What follows belongs to an exercise in optimizing a design on an open flow for small area, a short achievable clock period and few clock cycles per item; a production flow would make more cautious choices. The RTL was checked by simulation tests, not by an equivalence proof against the original design.

==> design/flow/design.v <==
`default_nettype none
package rfha_pkg;
  localparam int MAX_TRACKS = 64;
  localparam int COORD_W    = 17;
  localparam int ROAD_W     = 35;
  localparam int OUT_IDX_W  = 6;
  localparam int IDX_W      = $clog2(MAX_TRACKS);
  localparam int CNT_W      = $clog2(MAX_TRACKS + 1);
  localparam int ABS_W      = COORD_W;
  localparam int SQ_W       = 2 * ABS_W;
  localparam int DIST_W     = SQ_W + 1;
  localparam int ROAD_RESET = 6400;
  typedef enum logic [3:0] {
    ST_IDLE  = 4'b0001,
    ST_SCAN  = 4'b0010,
    ST_DRAIN = 4'b0100,
    ST_DEC   = 4'b1000
  } state_t;
  typedef logic signed [COORD_W-1:0] coord_t;
  typedef logic [IDX_W-1:0]          idx_t;
  typedef logic [CNT_W-1:0]          cnt_t;
endpackage
`default_nettype wire
`default_nettype none
module road_following_hit_assigner_unit (
  input  wire         clk,
  input  wire         rst_n,
  input  wire         in_tvalid,
  output logic        in_tready,
  input  wire  [39:0] in_tdata,    
  input  wire  [0:0]  in_tuser,    
  output logic        out_tvalid,
  input  wire         out_tready,
  output logic [7:0]  out_tdata,   
  output logic [1:0]  out_tuser,   
  input  wire         cfg_valid,
  output logic        cfg_ready,
  input  wire  [34:0] cfg_data     
);
  rfha_pkg::state_t state_r, state_nxt;
  logic [rfha_pkg::ROAD_W-1:0] road_r;
  rfha_pkg::cnt_t   open_r, open_nxt;
  rfha_pkg::coord_t hy_r, hz_r;
  rfha_pkg::idx_t   scan_idx_r, scan_idx_nxt;
  logic [2*rfha_pkg::COORD_W-1:0] mem [rfha_pkg::MAX_TRACKS];
  logic [2*rfha_pkg::COORD_W-1:0] mem_q_r;
  logic                           rd_en;
  logic                           wr_en;
  rfha_pkg::idx_t                 wr_addr;
  logic           v0_r;
  rfha_pkg::idx_t idx0_r;
  logic           v1_r;
  rfha_pkg::idx_t idx1_r;
  logic [rfha_pkg::SQ_W-1:0] sqy_r, sqz_r;
  logic                        have_r;
  logic [rfha_pkg::DIST_W-1:0] best_d_r;
  rfha_pkg::idx_t              best_r;
  logic                           out_valid_r;
  logic [rfha_pkg::OUT_IDX_W-1:0] out_idx_r;
  logic                           out_open_r, out_ovf_r;
  logic in_xfer, out_free, dec_fire;
  rfha_pkg::coord_t q_y, q_z;
  logic signed [rfha_pkg::COORD_W:0] dy_s, dz_s;
  logic [rfha_pkg::ABS_W-1:0]        dy_a, dz_a;
  logic [rfha_pkg::DIST_W-1:0]       scan_d;
  logic           need_new, room, dec_opened, dec_ovf;
  rfha_pkg::idx_t dec_idx;
  assign cfg_ready  = 1'b1;
  assign in_tready  = (state_r == rfha_pkg::ST_IDLE);
  assign in_xfer    = in_tvalid && in_tready;
  assign out_free   = !out_valid_r || out_tready;
  assign dec_fire   = (state_r == rfha_pkg::ST_DEC) && out_free;
  assign out_tvalid = out_valid_r;
  assign out_tdata  = {2'b00, out_idx_r};
  assign out_tuser  = {out_ovf_r, out_open_r};
  assign rd_en = (state_r == rfha_pkg::ST_SCAN);
  assign q_y  = mem_q_r[rfha_pkg::COORD_W-1:0];
  assign q_z  = mem_q_r[2*rfha_pkg::COORD_W-1:rfha_pkg::COORD_W];
  assign dy_s = {q_y[rfha_pkg::COORD_W-1], q_y} - {hy_r[rfha_pkg::COORD_W-1], hy_r};
  assign dz_s = {q_z[rfha_pkg::COORD_W-1], q_z} - {hz_r[rfha_pkg::COORD_W-1], hz_r};
  assign dy_a = dy_s[rfha_pkg::COORD_W] ? rfha_pkg::ABS_W'(-dy_s)
                                         : rfha_pkg::ABS_W'(dy_s);
  assign dz_a = dz_s[rfha_pkg::COORD_W] ? rfha_pkg::ABS_W'(-dz_s)
                                         : rfha_pkg::ABS_W'(dz_s);
  assign scan_d = {1'b0, sqy_r} + {1'b0, sqz_r};
  always_comb begin
    need_new   = !have_r || (best_d_r > rfha_pkg::DIST_W'(road_r));
    room       = (open_r != rfha_pkg::CNT_W'(rfha_pkg::MAX_TRACKS));
    dec_idx    = best_r;
    dec_opened = 1'b0;
    dec_ovf    = 1'b0;
    if (need_new) begin
      if (room) begin
        dec_idx    = rfha_pkg::IDX_W'(open_r);
        dec_opened = 1'b1;
      end else begin
        dec_ovf = 1'b1;
      end
    end
  end
  assign wr_en   = dec_fire;
  assign wr_addr = dec_idx;
  always_comb begin
    state_nxt    = state_r;
    open_nxt     = open_r;
    scan_idx_nxt = scan_idx_r;
    case (state_r)
      rfha_pkg::ST_IDLE: begin
        if (in_xfer) begin
          scan_idx_nxt = '0;
          if (in_tuser[0]) begin
            open_nxt  = '0;
            state_nxt = rfha_pkg::ST_DEC;
          end else if (open_r == '0) begin
            state_nxt = rfha_pkg::ST_DEC;
          end else begin
            state_nxt = rfha_pkg::ST_SCAN;
          end
        end
      end
      rfha_pkg::ST_SCAN: begin
        scan_idx_nxt = scan_idx_r + 1'b1;
        if (rfha_pkg::CNT_W'(scan_idx_r) + 1'b1 == open_r) begin
          state_nxt = rfha_pkg::ST_DRAIN;
        end
      end
      rfha_pkg::ST_DRAIN: begin
        if (!v0_r && !v1_r) begin
          state_nxt = rfha_pkg::ST_DEC;
        end
      end
      rfha_pkg::ST_DEC: begin
        if (out_free) begin
          if (dec_opened) begin
            open_nxt = open_r + 1'b1;
          end
          state_nxt = rfha_pkg::ST_IDLE;
        end
      end
      default: state_nxt = rfha_pkg::ST_IDLE;
    endcase
  end
  always_ff @(posedge clk) begin
    if (wr_en) begin
      mem[wr_addr] <= {hz_r, hy_r};
    end
    if (rd_en) begin
      mem_q_r <= mem[scan_idx_r];
    end
  end
  always_ff @(posedge clk) begin
    if (!rst_n) begin
      state_r     <= rfha_pkg::ST_IDLE;
      open_r      <= '0;
      road_r      <= rfha_pkg::ROAD_W'(rfha_pkg::ROAD_RESET);
      v0_r        <= 1'b0;
      v1_r        <= 1'b0;
      have_r      <= 1'b0;
      out_valid_r <= 1'b0;
    end else begin
      state_r <= state_nxt;
      open_r  <= open_nxt;
      v0_r    <= rd_en;
      v1_r    <= v0_r;
      if (cfg_valid && cfg_ready) begin
        road_r <= cfg_data;
      end
      if (in_xfer) begin
        have_r <= 1'b0;
      end else if (v1_r && (!have_r || scan_d < best_d_r)) begin
        have_r <= 1'b1;
      end
      if (dec_fire) begin
        out_valid_r <= 1'b1;
      end else if (out_tready) begin
        out_valid_r <= 1'b0;
      end
    end
  end
  always_ff @(posedge clk) begin
    scan_idx_r <= scan_idx_nxt;
    idx0_r     <= scan_idx_r;
    idx1_r     <= idx0_r;
    sqy_r      <= dy_a * dy_a;
    sqz_r      <= dz_a * dz_a;
    if (in_xfer) begin
      hy_r <= in_tdata[rfha_pkg::COORD_W-1:0];
      hz_r <= in_tdata[2*rfha_pkg::COORD_W-1:rfha_pkg::COORD_W];
    end
    if (v1_r && (!have_r || scan_d < best_d_r)) begin
      best_d_r <= scan_d;
      best_r   <= idx1_r;
    end
    if (dec_fire) begin
      out_idx_r  <= rfha_pkg::OUT_IDX_W'(dec_idx);
      out_open_r <= dec_opened;
      out_ovf_r  <= dec_ovf;
    end
  end
endmodule
`default_nettype wire
==> design/flow/run.sh <==
#!/bin/bash
# synth_recipe.tcl (not shown) runs the flow's synth.tcl, then flattens the netlist and writes it again
# the make line also repeats each setting of config.mk as NAME=value (left out here)
make -C /OpenROAD-flow-scripts/flow DESIGN_CONFIG=/design/flow/config.mk WORK_HOME=/design/flow/orfs CLKGATE_MAP_FILE= SYNTH_SCRIPT=/design/flow/synth_recipe.tcl finish
==> design/flow/config.mk <==
export PLATFORM = sky130hd
export DESIGN_NAME = road_following_hit_assigner_unit
export DESIGN_NICKNAME = road_following_hit_assigner_unit
export VERILOG_FILES = /design/flow/design.v
export SDC_FILE = /design/flow/constraint.sdc
export NUM_CORES = 4
export LEC_CHECK = 0
export CAP_MARGIN = 20
export CORE_MARGIN = 2
export CORE_UTILIZATION = 40
export SLEW_MARGIN = 20
==> design/flow/constraint.sdc <==
create_clock -name core_clock -period 9.5 [get_ports {clk}]
set_input_delay 1.9000 -clock core_clock [delete_from_list [all_inputs] [get_ports {clk}]]
set_output_delay 1.9000 -clock core_clock [all_outputs]
set_load 0.01 [all_outputs]
==> impl_metrics.py, run 1 <==
metrics = {
    "status": {
        "result_of_the_run": "finished clean",
    },
    "synthesis": {
        "post_synthesis_cell_area_mm2": 0.112,
        "library_cell_occupying_the_most_area_in_the_post_synthesis_netlist": "edfxtp_1",
        "post_synth_inst_count": 6289,
        "synthTopCellsByArea": "edfxtp_1, mux4_2, fa_1",
        "ys.flop_type": "edfxtp_1",
        "synthDominantCellAreaShare_pct": 61.7,
        "synth.yosys.warnings": 1,
        "synth-edff-count": 2299,
        "syn-mean-instance-area_um2": 17.8,
        "yosys.cell_types.count": 93,
        "synth.ff_latch_count": 2427,
        "proportion_of_synthesized_chip_area_in_sequential_cells_pct": 64.0,
        "async_flop_share_pct": 0,
    },
    "sta": {
        "timing_max_transition_violations_final": 0,
        "final.setup_skew_ns": 0.122,
        "setup_slack_ns": 0.366,
        "final-setup-viol-count": 0,
        "worst_slew_margin_rel_pct": 27.7,
        "max_freq_mhz": 109,
        "finalCritPeriodShare_pct": 96.1,
        "worst_pin_slew_ns": 1.08,
        "timing.final.hold_violations": 0,
        "finalWorstPathRequiredPeriod_ns": 9.13,
    },
    "place": {
        "pre_cts_ws_ns": -0.0199,
        "gp_congestion": 0.868,
        "detailedPlacementHpwl_mm": 172,
        "numPlacedInstances": 10200,
        "placement.io_buffers": 84,
    },
    "critical_path": {
        "critical_path_arrival_ns": 9.89,
        "worst-setup-path-type": "reg2reg",
        "timing.reg2reg.worst_path_depth": 36,
        "crit_required_ns": 10.26,
        "critical_path.most_common_cell": "fa_1",
        "timing.critical_path.fanout_max": 11,
        "critical_path.startpoint_type": "register",
        "crit_path_slowest_cell": "fa_1",
        "timing.critical_path.slowest_cell_delay_ns": 0.53,
        "crit_end": "sqy_r[30]",
        "end_kind": "register",
        "worst_r2r_startpoint": "hy_r[4]",
        "r2r_slack_ns": 0.37,
        "cp-startpoint": "hy_r[4]",
        "timing.rr.end": "sqy_r[30]",
    },
    "route": {
        "wl_met1_mm": 116,
        "vias_per_cell": 5.51,
        "detailedRoute.firstIterationViolations": 6052,
        "wl_met2_mm": 146,
        "drc": 0,
        "route.antenna.remaining_nets": 0,
        "drt-pass1-iter-count": 6,
        "met3RoutedLength_mm": 18.2,
        "wl_mm": 290,
        "dr.max_layer_used": "met4",
        "post_drt_wl_per_cell_um": 27.2,
        "via_count": 58600,
    },
    "clock_network": {
        "clkTransAtPathRegs_ns": 0.06,
        "cts_max_level": 4,
        "worstSkewPairLatency_ns": 0.94,
        "clkSinkCount": 2427,
        "clock_tree.root_cell": "clkbuf_16",
        "cts_tree": "yes",
        "cts_hold_buf": 0,
        "maximum_clock_insertion_buffer_count": 4,
        "cts_made_buffers": 249,
    },
    "flow_run": {
        "max_cap_violations": 0,
    },
    "floorplanning": {
        "die_ar_mm2": 0.284,
        "ioPinCount": 94,
        "chipHeight_um": 533,
        "num_rows": 194,
        "floorplan.die.width_um": 533,
        "initial_utilization_pct": 40.1,
        "design.core.area_mm2": 0.279,
    },
    "global_routing": {
        "grt_start_max_net_pins": 137,
        "via_count_of_the_first_global_routing_pass": 60400,
        "grt_first_pass_wirelength_mm": 419,
        "grt_util_all_layers_pct": 20.3,
        "grt_overflow": 0,
        "antenna_found_initial": 18,
    },
    "finish": {
        "layoutNonFillerInstCount": 10600,
        "fin_nets": 7528,
        "syn_to_final_growth_pct": 14.3,
        "drive_above_1_share_pct": 23.1,
    },
    "hold_path": {
        "min_path_type": "reg2reg",
    },
}
## critical path: cells and delay by family (launching register included)
kind / cells / cell delay (ns)
flops: 1 / 0.40
xor+xnor: 3 / 0.60
fa+ha+maj: 8 / 3.57
simple gates: 5 / 0.97
compound gates: 13 / 2.54
buf+inv: 7 / 0.85
## Yosys cell counts (17+ instances only)
cell type  number
nand2_1       230
nor3_1         33
clkbuf_1      141
fa_1          383
o21ai_0        81
and3_1         21
nand4_1        26
mux4_2        700
nor2_1        318
xnor2_1       101
xor2_1         62
nor2b_1        22
a21o_1         66
edfxtp_1     2299
ha_1          356
mux2i_1        51
nand2b_1       52
inv_1         696
o21a_1         25
a31oi_1        17
dfxtp_1       128
inv_2          18
nand3_1        30
buf_1          65
a21oi_1       104
## cells in the final DEF (no fill, tap or decap), drive strengths merged, types with 30 or more instances in the layout
cell           instances
nand2b                52
xor2                  64
fa                   383
clkdlybuf4s50         83
ha                   356
nor2                 327
buf                  311
mux2i                 51
nand2                232
a21o                  68
nor3                  33
xnor2                107
inv                  718
o21ai                 92
clkbuf               301
nand3                 30
a21oi                106
dfxtp                128
clkinv               122
mux4                 700
edfxtp              2299
## logic make-up after synthesis
| kind of cell | Yosys count | share of synthesized area, % |
|---|---|---|
| compound gates | 418 | 2.47 |
| flops | 2427 | 64.0 |
| other cells | 2 | 0.00671 |
| mux | 765 | 14.7 |
| xor+xnor | 171 | 1.41 |
| fa+ha+maj | 739 | 10.8 |
| simple gates | 817 | 3.37 |
| buf+inv | 950 | 3.24 |
## stage by stage
stage	instance area [um2]	hold WS (ns)	setup TNS [ns]	utilization (%)
after floorplan	112000	0.310	0	-
after global placement	119000	0.310	0	42.7
after detailed placement	119000	0.313	-0.0199	42.7
after CTS	127000	0.327	0	45.6
after global routing	128000	0.329	-0.0246	45.8
final	128000	0.327	0	45.8
## worst min path at each step
stage	slack [ns]	start	cells after the start	to
finish	0.33	idx0_r[4]	0	idx1_r[4]
global route	0.33	idx0_r[4]	0	idx1_r[4]
CTS	0.33	idx0_r[4]	0	idx1_r[4]
detailed placement	0.31	idx0_r[4]	0	idx1_r[4]
global placement	0.31	idx0_r[3]	0	idx1_r[3]
floorplan	0.31	idx0_r[0]	0	idx1_r[0]
## flip-flops by register name (all words and copies together), names as in the netlist, 17 cells and up
| register | cells |
|---|---|
| sqy_r | 33 |
| sqz_r | 33 |
| mem_q_r | 34 |
| hz_r | 17 |
| road_r | 35 |
| mem | 2176 |
| best_d_r | 35 |
| hy_r | 17 |
## layer usage
layer / up-vias / track usage (%)
met5: - / 0
met4: 0 / 5.67
met3: 407 / 2.64
met2: 1984 / 35.1
met1: 31500 / 27.0
li1: 24800 / -
## final cells by class
type                            count  area [um2]
Timing Repair Buffer              395        3330
Antenna cell                        8        20.0
Fill cell                       23700      151000
Tap cell                         3724        4660
Clock buffer                      300        6550
Inverter                          721        2730
Clock inverter                    151        1330
Multi-Input combinational cell   2914       37600
Sequential cell                  2427       71600
## what timing repair did
action | 4_1_cts | 5_1_grt
endpoints found under the setup margin | 3 | 13
cloned | 0 | 2
buffers inserted | 4 | 22
gates resized for setup | 6 | 102
pin swaps | 0 | 32
Testbench counts, summed over its fixed seeds: cycles 735,480, items 13,202.
==> run 2, diff against run 1 <==
--- a/design/flow/design.v
+++ b/design/flow/design.v
@@ -41,17 +41,22 @@
   logic [rfha_pkg::ROAD_W-1:0] road_r;
   rfha_pkg::cnt_t   open_r, open_nxt;
   rfha_pkg::coord_t hy_r, hz_r;
-  rfha_pkg::idx_t   scan_idx_r, scan_idx_nxt;
+  logic [rfha_pkg::IDX_W-2:0] scan_idx_r, scan_idx_nxt;    
   logic [2*rfha_pkg::COORD_W-1:0] mem [rfha_pkg::MAX_TRACKS];
-  logic [2*rfha_pkg::COORD_W-1:0] mem_q_r;
+  logic [2*rfha_pkg::COORD_W-1:0] mem_q_r, mem_q1_r;
   logic                           rd_en;
   logic                           wr_en;
   rfha_pkg::idx_t                 wr_addr;
-  logic           v0_r;
-  rfha_pkg::idx_t idx0_r;
-  logic           v1_r;
-  rfha_pkg::idx_t idx1_r;
-  logic [rfha_pkg::SQ_W-1:0] sqy_r, sqz_r;
+  logic           v0_r, ok0_r;
+  logic [rfha_pkg::IDX_W-2:0] idx0_r;
+  logic           v1_r, ok1_r;
+  logic [rfha_pkg::IDX_W-2:0] idx1_r;
+  logic [rfha_pkg::SQ_W-1:0] sqy_r, sqz_r, sqy1_r, sqz1_r;
+  logic           v2_r, ok2_r;
+  logic [rfha_pkg::IDX_W-2:0] idx2_r;
+  logic [rfha_pkg::DIST_W-1:0] d0_r, d1_r;
+  logic [rfha_pkg::DIST_W-1:0] pm_d;
+  rfha_pkg::idx_t              pm_i;
   logic                        have_r;
   logic [rfha_pkg::DIST_W-1:0] best_d_r;
   rfha_pkg::idx_t              best_r;
@@ -59,9 +64,9 @@
   logic [rfha_pkg::OUT_IDX_W-1:0] out_idx_r;
   logic                           out_open_r, out_ovf_r;
   logic in_xfer, out_free, dec_fire;
-  rfha_pkg::coord_t q_y, q_z;
-  logic signed [rfha_pkg::COORD_W:0] dy_s, dz_s;
-  logic [rfha_pkg::ABS_W-1:0]        dy_a, dz_a;
+  rfha_pkg::coord_t q_y, q_z, q1_y, q1_z;
+  logic signed [rfha_pkg::COORD_W:0] dy_s, dz_s, dy1_s, dz1_s;
+  logic [rfha_pkg::ABS_W-1:0]        dy_a, dz_a, dy1_a, dz1_a;
   logic [rfha_pkg::DIST_W-1:0]       scan_d;
   logic           need_new, room, dec_opened, dec_ovf;
   rfha_pkg::idx_t dec_idx;
@@ -82,7 +87,24 @@
                                          : rfha_pkg::ABS_W'(dy_s);
   assign dz_a = dz_s[rfha_pkg::COORD_W] ? rfha_pkg::ABS_W'(-dz_s)
                                          : rfha_pkg::ABS_W'(dz_s);
-  assign scan_d = {1'b0, sqy_r} + {1'b0, sqz_r};
+  assign q1_y  = mem_q1_r[rfha_pkg::COORD_W-1:0];
+  assign q1_z  = mem_q1_r[2*rfha_pkg::COORD_W-1:rfha_pkg::COORD_W];
+  assign dy1_s = {q1_y[rfha_pkg::COORD_W-1], q1_y} - {hy_r[rfha_pkg::COORD_W-1], hy_r};
+  assign dz1_s = {q1_z[rfha_pkg::COORD_W-1], q1_z} - {hz_r[rfha_pkg::COORD_W-1], hz_r};
+  assign dy1_a = dy1_s[rfha_pkg::COORD_W] ? rfha_pkg::ABS_W'(-dy1_s)
+                                           : rfha_pkg::ABS_W'(dy1_s);
+  assign dz1_a = dz1_s[rfha_pkg::COORD_W] ? rfha_pkg::ABS_W'(-dz1_s)
+                                           : rfha_pkg::ABS_W'(dz1_s);
+  always_comb begin
+    if (ok2_r && d1_r < d0_r) begin
+      pm_d = d1_r;
+      pm_i = {idx2_r, 1'b1};
+    end else begin
+      pm_d = d0_r;
+      pm_i = {idx2_r, 1'b0};
+    end
+  end
+  assign scan_d = pm_d;
   always_comb begin
     need_new   = !have_r || (best_d_r > rfha_pkg::DIST_W'(road_r));
     room       = (open_r != rfha_pkg::CNT_W'(rfha_pkg::MAX_TRACKS));
@@ -120,12 +142,12 @@
       end
       rfha_pkg::ST_SCAN: begin
         scan_idx_nxt = scan_idx_r + 1'b1;
-        if (rfha_pkg::CNT_W'(scan_idx_r) + 1'b1 == open_r) begin
+        if ({1'b0, scan_idx_r, 1'b0} + 2'd2 >= open_r) begin
           state_nxt = rfha_pkg::ST_DRAIN;
         end
       end
       rfha_pkg::ST_DRAIN: begin
-        if (!v0_r && !v1_r) begin
+        if (!v0_r && !v1_r && !v2_r) begin
           state_nxt = rfha_pkg::ST_DEC;
         end
       end
@@ -145,7 +167,8 @@
       mem[wr_addr] <= {hz_r, hy_r};
     end
     if (rd_en) begin
-      mem_q_r <= mem[scan_idx_r];
+      mem_q_r  <= mem[{scan_idx_r, 1'b0}];
+      mem_q1_r <= mem[{scan_idx_r, 1'b1}];
     end
   end
   always_ff @(posedge clk) begin
@@ -155,6 +178,7 @@
       road_r      <= rfha_pkg::ROAD_W'(rfha_pkg::ROAD_RESET);
       v0_r        <= 1'b0;
       v1_r        <= 1'b0;
+      v2_r        <= 1'b0;
       have_r      <= 1'b0;
       out_valid_r <= 1'b0;
     end else begin
@@ -162,12 +186,13 @@
       open_r  <= open_nxt;
       v0_r    <= rd_en;
       v1_r    <= v0_r;
+      v2_r    <= v1_r;
       if (cfg_valid && cfg_ready) begin
         road_r <= cfg_data;
       end
       if (in_xfer) begin
         have_r <= 1'b0;
-      end else if (v1_r && (!have_r || scan_d < best_d_r)) begin
+      end else if (v2_r && (!have_r || scan_d < best_d_r)) begin
         have_r <= 1'b1;
       end
       if (dec_fire) begin
@@ -180,16 +205,24 @@
   always_ff @(posedge clk) begin
     scan_idx_r <= scan_idx_nxt;
     idx0_r     <= scan_idx_r;
+    ok0_r      <= ({1'b0, scan_idx_r, 1'b1} < open_r);
     idx1_r     <= idx0_r;
+    ok1_r      <= ok0_r;
     sqy_r      <= dy_a * dy_a;
     sqz_r      <= dz_a * dz_a;
+    sqy1_r     <= dy1_a * dy1_a;
+    sqz1_r     <= dz1_a * dz1_a;
+    idx2_r     <= idx1_r;
+    ok2_r      <= ok1_r;
+    d0_r       <= {1'b0, sqy_r} + {1'b0, sqz_r};
+    d1_r       <= {1'b0, sqy1_r} + {1'b0, sqz1_r};
     if (in_xfer) begin
       hy_r <= in_tdata[rfha_pkg::COORD_W-1:0];
       hz_r <= in_tdata[2*rfha_pkg::COORD_W-1:rfha_pkg::COORD_W];
     end
-    if (v1_r && (!have_r || scan_d < best_d_r)) begin
+    if (v2_r && (!have_r || scan_d < best_d_r)) begin
       best_d_r <= scan_d;
-      best_r   <= idx1_r;
+      best_r   <= pm_i;
     end
     if (dec_fire) begin
       out_idx_r  <= rfha_pkg::OUT_IDX_W'(dec_idx);
==> impl_metrics.py, run 2 <==
metrics = {
    "status": {
        "result_of_the_run": "finished clean",
    },
    "synthesis": {
        "yosys.cell_types.count": 96,
        "library_cell_occupying_the_most_area_in_the_post_synthesis_netlist": "edfxtp_1",
        "post_synthesis_cell_area_mm2": 0.136,
        "synth-edff-count": 2332,
        "syn-mean-instance-area_um2": 15.2,
        "synth.yosys.warnings": 1,
        "synthDominantCellAreaShare_pct": 51.4,
        "async_flop_share_pct": 0,
        "post_synth_most_frequent_cells": "edfxtp_1, inv_1, fa_1, mux4_2, ha_1",
        "proportion_of_synthesized_chip_area_in_sequential_cells_pct": 55.4,
        "synthTopCellsByArea": "edfxtp_1, mux4_2, fa_1",
        "ys.flop_type": "edfxtp_1",
        "post-synth-top-count-cell": "edfxtp_1",
        "post_synth_inst_count": 8962,
        "synth.ff_latch_count": 2603,
    },
    "critical_path": {
        "worst-setup-path-type": "reg2reg",
        "crit_required_ns": 10.36,
        "critical_path.startpoint_type": "register",
        "timing.critical_path.fanout_max": 6,
        "critical_path_arrival_ns": 10.00,
        "timing.reg2reg.worst_path_depth": 35,
        "r2r_slack_ns": 0.36,
        "end_kind": "register",
        "timing.rr.end": "sqz_r[33]",
        "critical_path.most_common_cell": "inv_1",
        "timing.critical_path.slowest_cell_delay_ns": 0.56,
        "worst_r2r_startpoint": "hz_r[9]",
        "crit_path_slowest_cell": "xnor2_1",
    },
    "place": {
        "detailed_place.area_mm2": 0.145,
        "pre_cts_ws_ns": -0.427,
        "detailedPlacementHpwl_mm": 232,
        "placement.io_buffers": 84,
        "gp_congestion": 0.899,
    },
    "clock_network": {
        "clkSinkCount": 2603,
        "cts_made_buffers": 280,
        "clock_tree.root_cell": "clkbuf_16",
        "maximum_clock_insertion_buffer_count": 4,
        "cts_hold_buf": 0,
        "cts_tree": "yes",
        "cts_max_level": 5,
        "clkTransAtPathRegs_ns": 0.06,
        "worstSkewPairLatency_ns": 0.93,
    },
    "hold_path": {
        "worst_hold_startpoint": "idx0_r[4]",
        "hold_path_end": "idx1_r[4]",
        "worst_hold_path.num_cells": 0,
        "min_path_type": "reg2reg",
    },
    "global_routing": {
        "met1_usage_pct": 27.6,
        "grt_overflow": 0,
        "global_route.usage.met2_pct": 34.3,
        "grt_use_met3_pct": 3.17,
        "top_usage_layer_grt": "met2",
        "grt_start_max_net_pins": 115,
        "antenna_found_initial": 13,
        "grt_first_pass_wirelength_mm": 526,
        "via_count_of_the_first_global_routing_pass": 80800,
        "grt_util_all_layers_pct": 20.5,
    },
    "sta": {
        "unrepaired_setup_endpoints_after_global_routing": "true",
        "timing.final.hold_violations": 0,
        "max_freq_mhz": 109,
        "worst_pin_slew_ns": 1.14,
        "setup_slack_ns": 0.361,
        "final.hold.worst_slack_ns": 0.288,
        "final.setup_skew_ns": 0.133,
        "finalWorstPathRequiredPeriod_ns": 9.14,
        "timing_max_transition_violations_final": 0,
        "worst_slew_margin_rel_pct": 24.1,
        "final-setup-viol-count": 0,
        "finalCritPeriodShare_pct": 96.2,
    },
    "finish": {
        "syn_to_final_growth_pct": 14.0,
        "layout.cells.most_common": "edfxtp_1",
        "number_of_flip_flops_in_the_largest_register": 2176,
        "drive_above_1_share_pct": 18.9,
        "registers.top_by_ff_count": "mem",
        "most_frequent_cells_in_the_layout": "edfxtp_1, inv_1, fa_1",
        "final_design_area_no_fill_mm2": 0.155,
        "fin_nets": 11000,
    },
    "floorplanning": {
        "initial_utilization_pct": 40.1,
        "floorplan.die.width_um": 588,
        "chipHeight_um": 588,
        "ioPinCount": 94,
        "die_ar_mm2": 0.345,
        "design.core.area_mm2": 0.340,
        "num_rows": 214,
    },
    "route": {
        "drt-pass1-iter-count": 5,
        "drc": 0,
        "wl_mm": 356,
        "detailedRoute.firstIterationViolations": 6966,
        "route.antenna.remaining_nets": 0,
        "post_drt_wl_per_cell_um": 25.0,
        "vias_per_cell": 5.37,
        "via_count": 76400,
    },
    "flow_run": {
        "max_cap_violations": 0,
    },
}
==> run 2: worst max-delay path: cells and delay by family, from the launching register on <==
kind / cells / cell delay [ns]
fa+ha+maj: 8 / 3.58
compound gates: 10 / 2.41
simple gates: 7 / 1.24
xor+xnor: 3 / 0.87
buf+inv: 7 / 0.59
flops: 1 / 0.40
==> run 2: per-layer routing <==
metal	up-vias	wire (um)
met5	-	0
met3	514	23900
met2	2585	173000
met1	40000	147000
li1	33300	-
met4	0	11800
==> run 2: through the flow <==
stage                     std cells  util [%]  setup TNS, ns
after floorplan                8963         -        -0.0283
after global placement        13700      42.9          -1.11
after global routing          14200      45.7         -0.254
after CTS                     14200      45.5              0
after detailed placement      13700      42.9          -2.19
final                         14200      45.8              0
==> run 2: timing repair <==
action | in CTS | in global routing
setup endpoints to repair | 17 | 34
resized for setup | 11 | 152
setup buffers | 8 | 16
pin swaps | 2 | 28
==> run 2: layout make-up <==
type | instances | area [um2]
fill | 29600 | 184000
inverter | 1374 | 5190
clock inverter | 141 | 1240
timing repair buffer | 477 | 4070
sequential | 2603 | 75500
antenna | 5 | 12.5
tap | 4536 | 5680
multi-input combinational | 4731 | 56100
clock buffer | 354 | 7590
==> run 2: how the worst max path moves through the flow <==
stage,startpoint,to,slack [ns],cells past startpoint
floorplan,hz_r[0],sqz1_r[32],-0.03,34
global placement,hy_r[7],sqy1_r[33],-0.30,33
detailed placement,hy_r[7],sqy1_r[33],-0.43,33
CTS,hz_r[0],sqz_r[33],0.005,36
global route,hz_r[1],sqz1_r[30],-0.08,36
finish,hz_r[9],sqz_r[33],0.36,35
==> run 2: cells by family after synthesis <==
| kind of cell | share of synthesized area, % |
|---|---|
| other cells | 0.00551 |
| compound gates | 3.87 |
| simple gates | 4.70 |
| buf+inv | 4.51 |
| xor+xnor | 1.97 |
| mux | 12.1 |
| fa+ha+maj | 17.4 |
| flops | 55.4 |
Testbench counts of run 2, summed over its fixed seeds: cycles 415,968, items 13,202.

static timing again, ports no longer ideal:
In the flow no input, the clock included, has a driving cell. The finished layouts below were timed again as built, in two steps.
Step 1 assumes that a clkbuf_16 drives the clock port and a buf_2 every other input.
Step 2 also shifts input and output timing later by t, the mid clock arrival at the registers, as if the neighbouring blocks saw the same clock.
Three values: ideal, step 1, step 2; two values: the first two.
run	shift t [ns]	slack for setup (ns)	worst setup path after step 2	pins driven straight from the clock port
run 1	0.970	0.366 / 0.366 / 0.366	register to register	1
run 2	0.966	0.361 / 0.361 / 0.361	register to register	1
After both steps setup and hold are still met in every run listed.
